This is an optimization exercise on Yosys and OpenROAD, whose aim is small area, a short achievable clock period and few clock cycles per item, not a production implementation.

==> inputs of run D <==
// yuv_to_rgb_top
module yuv_to_rgb_top (
	input logic Clock,
	input logic resetn,
	input logic in_valid,
	input csc_pkg::pixel_t in_y_even,
	input csc_pkg::pixel_t in_y_odd,
	input csc_pkg::pixel_t in_u,
	input csc_pkg::pixel_t in_v,
	output logic in_ready,
	output logic out_valid,
	output csc_pkg::word_t out_data,
	input logic out_credit
);
Settings: LEC_CHECK=0, CAP_MARGIN=20, CORE_MARGIN=2, CORE_UTILIZATION=65, CTS_BUF_LIST=sky130_fd_sc_hd__clkbuf_8, CTS_CLUSTER_DIAMETER=50, CTS_CLUSTER_SIZE=14, SETUP_SLACK_MARGIN=5, SLEW_MARGIN=20; clock period 9.0 ns.
standard.sh (not shown) runs the stock make flow with config.mk's settings and CLKGATE_MAP_FILE= SYNTH_SCRIPT=/design/flow/synth_recipe.tcl, a recipe that flattens the netlist after the stock synthesis.
==> flow/flow/run.sh <==
#!/bin/bash
# Own flow: the standard synthesis, then inverters around full adders removed
# (flow/fixinv.py, checked for equivalence with Yosys), then the standard
# layout with timing repair aiming past the clock period.
set -euo pipefail
MARGIN=5.8
R=orfs/results/sky130hd/yuv_to_rgb_top/base
bash standard.sh synth > synth.log 2>&1
cp $R/1_2_yosys.v yosys_before_fixinv.v.log
python3 flow/fixinv.py $R/1_2_yosys.v fixinv_out.v > fixinv.log 2>&1
LIB=$FLOW_HOME/platforms/sky130hd/lib/sky130_fd_sc_hd__tt_025C_1v80.lib
cat > fixinv_equiv.ys <<EOS
read_liberty -ignore_miss_func $LIB
read_verilog yosys_before_fixinv.v.log
rename $FLOW_TOP gold
read_verilog fixinv_out.v
rename $FLOW_TOP gate
hierarchy -check
flatten
rename -hide gold/w:_*
rename -hide gate/w:_*
async2sync
equiv_make gold gate eq
hierarchy -top eq
equiv_simple
equiv_induct
equiv_status -assert
EOS
if yosys -q -s fixinv_equiv.ys > fixinv_equiv.log 2>&1; then
  cp fixinv_out.v $R/1_2_yosys.v
  echo "fixinv: equivalent, netlist replaced" >> fixinv.log
else
  echo "fixinv: not proven equivalent, netlist kept" >> fixinv.log
fi
bash standard.sh SETUP_SLACK_MARGIN=$MARGIN "BUFFER_PORTS_ARGS=-buffer_cell sky130_fd_sc_hd__buf_4" finish > finish.log 2>&1
Other scripts of this flow, unchanged in this note and not shown: flow/flow/fixinv.py
==> run B: changes against run D <==
--- a/flow/design.v
+++ b/flow/design.v
@@ -2082,14 +2082,15 @@
 	logic [3:0] ko;
 	logic [3:0] kov;
 	logic [1:0] rph;
 	logic [2:0] cred;
 	logic stall;
 	logic [26:0] pre_u;
 	logic [26:0] pre_v;
+	logic fsel_v;
 	logic [7:0] y_r;
 	logic [18:0] fcs;
 	logic [8:0] fu;
 	logic oiss;
 	logic [1:0] t1;
 	logic [22:0] p1;
 	logic [8:0] ub1;
@@ -2227,31 +2228,31 @@
 		for (int j = 0; j < 4; j++) begin
 			rd_y |= {8{ko[j]}} & ((rph == PB) ? s_ye[j] : s_yo[j]);
 			rd_u |= {8{ko[j]}} & s_u[j];
 			rd_v |= {8{ko[j]}} & s_v[j];
 		end
 	end
 	csc_luma u_luma (.y(y_r), .p(luma));
-	chroma_fir_sum u_fir_sum (.pre(pre_u), .cs(fir_cs));
+	chroma_fir_sum u_fir_sum (.pre(fsel_v ? pre_v : pre_u), .cs(fir_cs));
 	chroma_fir_add u_fir_add (.cs(fcs), .fb(fir_out));
 	csc_lane_sum u_sum (.p(p1), .ub(ub1), .vb(vb1), .pr(lpr), .pg(lpg), .pb(lpb));
 	csc_lane_clip u_clip (.pr(pr2), .pg(pg2), .pb(pb2), .r(lr), .g(lg), .b(lb));
 	always_ff @(posedge Clock) begin
 		if (in_ready) begin
 			s_ye[widx] <= in_y_even;
 			s_yo[widx] <= in_y_odd;
 			s_u[widx] <= in_u;
 			s_v[widx] <= in_v;
 		end
 		if (go && rph == PA) begin
 			pre_u <= tap_u;
 			pre_v <= tap_v;
 		end
-		if (go && rph == PB)
-			pre_u <= pre_v;
+		if (!stall)
+			fsel_v <= (rph_n == PC);
 		if (go && rph != PA)
 			y_r <= rd_y;
 		if (go && rph != PA)
 			fcs <= fir_cs;
 		if (go && rph == PC) begin
 			fu <= fir_out;
 			p1 <= luma;
--- a/flow/flow/run.sh
+++ b/flow/flow/run.sh
@@ -1,13 +1,13 @@
 #!/bin/bash
 # Own flow: the standard synthesis, then inverters around full adders removed
 # (flow/fixinv.py, checked for equivalence with Yosys), then the standard
 # layout with timing repair aiming past the clock period.
 set -euo pipefail
-MARGIN=5.8
+MARGIN=5.6
 R=orfs/results/sky130hd/yuv_to_rgb_top/base
 bash standard.sh synth > synth.log 2>&1
 cp $R/1_2_yosys.v yosys_before_fixinv.v.log
 python3 flow/fixinv.py $R/1_2_yosys.v fixinv_out.v > fixinv.log 2>&1
 LIB=$FLOW_HOME/platforms/sky130hd/lib/sky130_fd_sc_hd__tt_025C_1v80.lib
 cat > fixinv_equiv.ys <<EOS
 read_liberty -ignore_miss_func $LIB
==> flow/config.mk (replaced) <==
export PLATFORM = sky130hd
export DESIGN_NAME = yuv_to_rgb_top
export DESIGN_NICKNAME = yuv_to_rgb_top
export VERILOG_FILES = /design/flow/design.v
export SDC_FILE = /design/flow/constraint.sdc
export NUM_CORES = 4
export LEC_CHECK = 0
export CAP_MARGIN = 20
export CORE_MARGIN = 2
export CORE_UTILIZATION = 55
export SETUP_SLACK_MARGIN = 5
export SLEW_MARGIN = 20
==> run M: changes against run D <==
--- a/flow/design.v
+++ b/flow/design.v
@@ -2082,14 +2082,15 @@
 	logic [3:0] ko;
 	logic [3:0] kov;
 	logic [1:0] rph;
 	logic [2:0] cred;
 	logic stall;
 	logic [26:0] pre_u;
 	logic [26:0] pre_v;
+	logic fsel_v;
 	logic [7:0] y_r;
 	logic [18:0] fcs;
 	logic [8:0] fu;
 	logic oiss;
 	logic [1:0] t1;
 	logic [22:0] p1;
 	logic [8:0] ub1;
@@ -2227,31 +2228,31 @@
 		for (int j = 0; j < 4; j++) begin
 			rd_y |= {8{ko[j]}} & ((rph == PB) ? s_ye[j] : s_yo[j]);
 			rd_u |= {8{ko[j]}} & s_u[j];
 			rd_v |= {8{ko[j]}} & s_v[j];
 		end
 	end
 	csc_luma u_luma (.y(y_r), .p(luma));
-	chroma_fir_sum u_fir_sum (.pre(pre_u), .cs(fir_cs));
+	chroma_fir_sum u_fir_sum (.pre(fsel_v ? pre_v : pre_u), .cs(fir_cs));
 	chroma_fir_add u_fir_add (.cs(fcs), .fb(fir_out));
 	csc_lane_sum u_sum (.p(p1), .ub(ub1), .vb(vb1), .pr(lpr), .pg(lpg), .pb(lpb));
 	csc_lane_clip u_clip (.pr(pr2), .pg(pg2), .pb(pb2), .r(lr), .g(lg), .b(lb));
 	always_ff @(posedge Clock) begin
 		if (in_ready) begin
 			s_ye[widx] <= in_y_even;
 			s_yo[widx] <= in_y_odd;
 			s_u[widx] <= in_u;
 			s_v[widx] <= in_v;
 		end
 		if (go && rph == PA) begin
 			pre_u <= tap_u;
 			pre_v <= tap_v;
 		end
-		if (go && rph == PB)
-			pre_u <= pre_v;
+		if (!stall)
+			fsel_v <= (rph_n == PC);
 		if (go && rph != PA)
 			y_r <= rd_y;
 		if (go && rph != PA)
 			fcs <= fir_cs;
 		if (go && rph == PC) begin
 			fu <= fir_out;
 			p1 <= luma;
==> flow/config.mk (replaced) <==
export PLATFORM = sky130hd
export DESIGN_NAME = yuv_to_rgb_top
export DESIGN_NICKNAME = yuv_to_rgb_top
export VERILOG_FILES = /design/flow/design.v
export SDC_FILE = /design/flow/constraint.sdc
export NUM_CORES = 4
export LEC_CHECK = 0
export CAP_MARGIN = 20
export CORE_MARGIN = 2
export CORE_UTILIZATION = 65
export CTS_BUF_LIST = sky130_fd_sc_hd__clkbuf_4 sky130_fd_sc_hd__clkbuf_8
export SETUP_SLACK_MARGIN = 5
export SLEW_MARGIN = 20
==> impl_metrics.tcl <==
set metrics [dict create \
    dp_hpwl_mm 50.3 \
    status "no timing/DRC/antenna violations" \
    syn_avg_cell_area_sq_um 11.0 \
    clk_latency_ps 680 \
    dieHeight_um 206 \
    drt_iter0_drc 2032 \
]
That was run M.
==> impl_metrics.tcl <==
set metrics [dict create \
    dp_hpwl_mm 51.8 \
    syn_avg_cell_area_sq_um 11.0 \
    status "no timing/DRC/antenna violations" \
    drt_iter0_drc 2017 \
    dieHeight_um 223 \
    clk_latency_ps 590 \
    fin_crit_sh 0.410 \
    cap_violations 0 \
]
That was run B.
==> impl_metrics.tcl <==
set metrics [dict create \
    dp_hpwl_mm 50.6 \
    regArea_sq_mm 0.0111 \
    syn_avg_cell_area_sq_um 10.8 \
    crit_fanout 3 \
    status "no timing/DRC/antenna violations" \
    drt_iter0_drc 2063 \
    grt_pass1_vias 19000 \
    critPathLaunch "p1[8]" \
    dieHeight_um 207 \
]
That was run D.
No run of this note included a check of the RTL's function; only the layout flow was run.

-- re-timing with driven ports --
How much do the figures lean on ideal ports? The routed layouts below were timed once more, with nothing changed but the port constraints. Step 1: set_driving_cell puts a clkbuf_16 on Clock and a buf_2 on each other input, an assumption about the parent block. Step 2 also shifts input and output timing later by t, the mid clock arrival at the registers, as if the neighbouring blocks saw the same clock. Three values: ideal ports, drivers, drivers and shift; two values: the first two.
| run | t, ns | slack for setup (ns) | cell pins on the clock port's net |
|---|---|---|---|
| run D | 0.669 | 5.144 / 5.144 / 5.144 | 1 |
| run B | 0.631 | 5.308 / 5.308 / 5.308 | 1 |
| run M | 0.714 | 5.327 / 5.327 / 5.327 | 1 |
After both steps setup and hold are still met in every run listed.
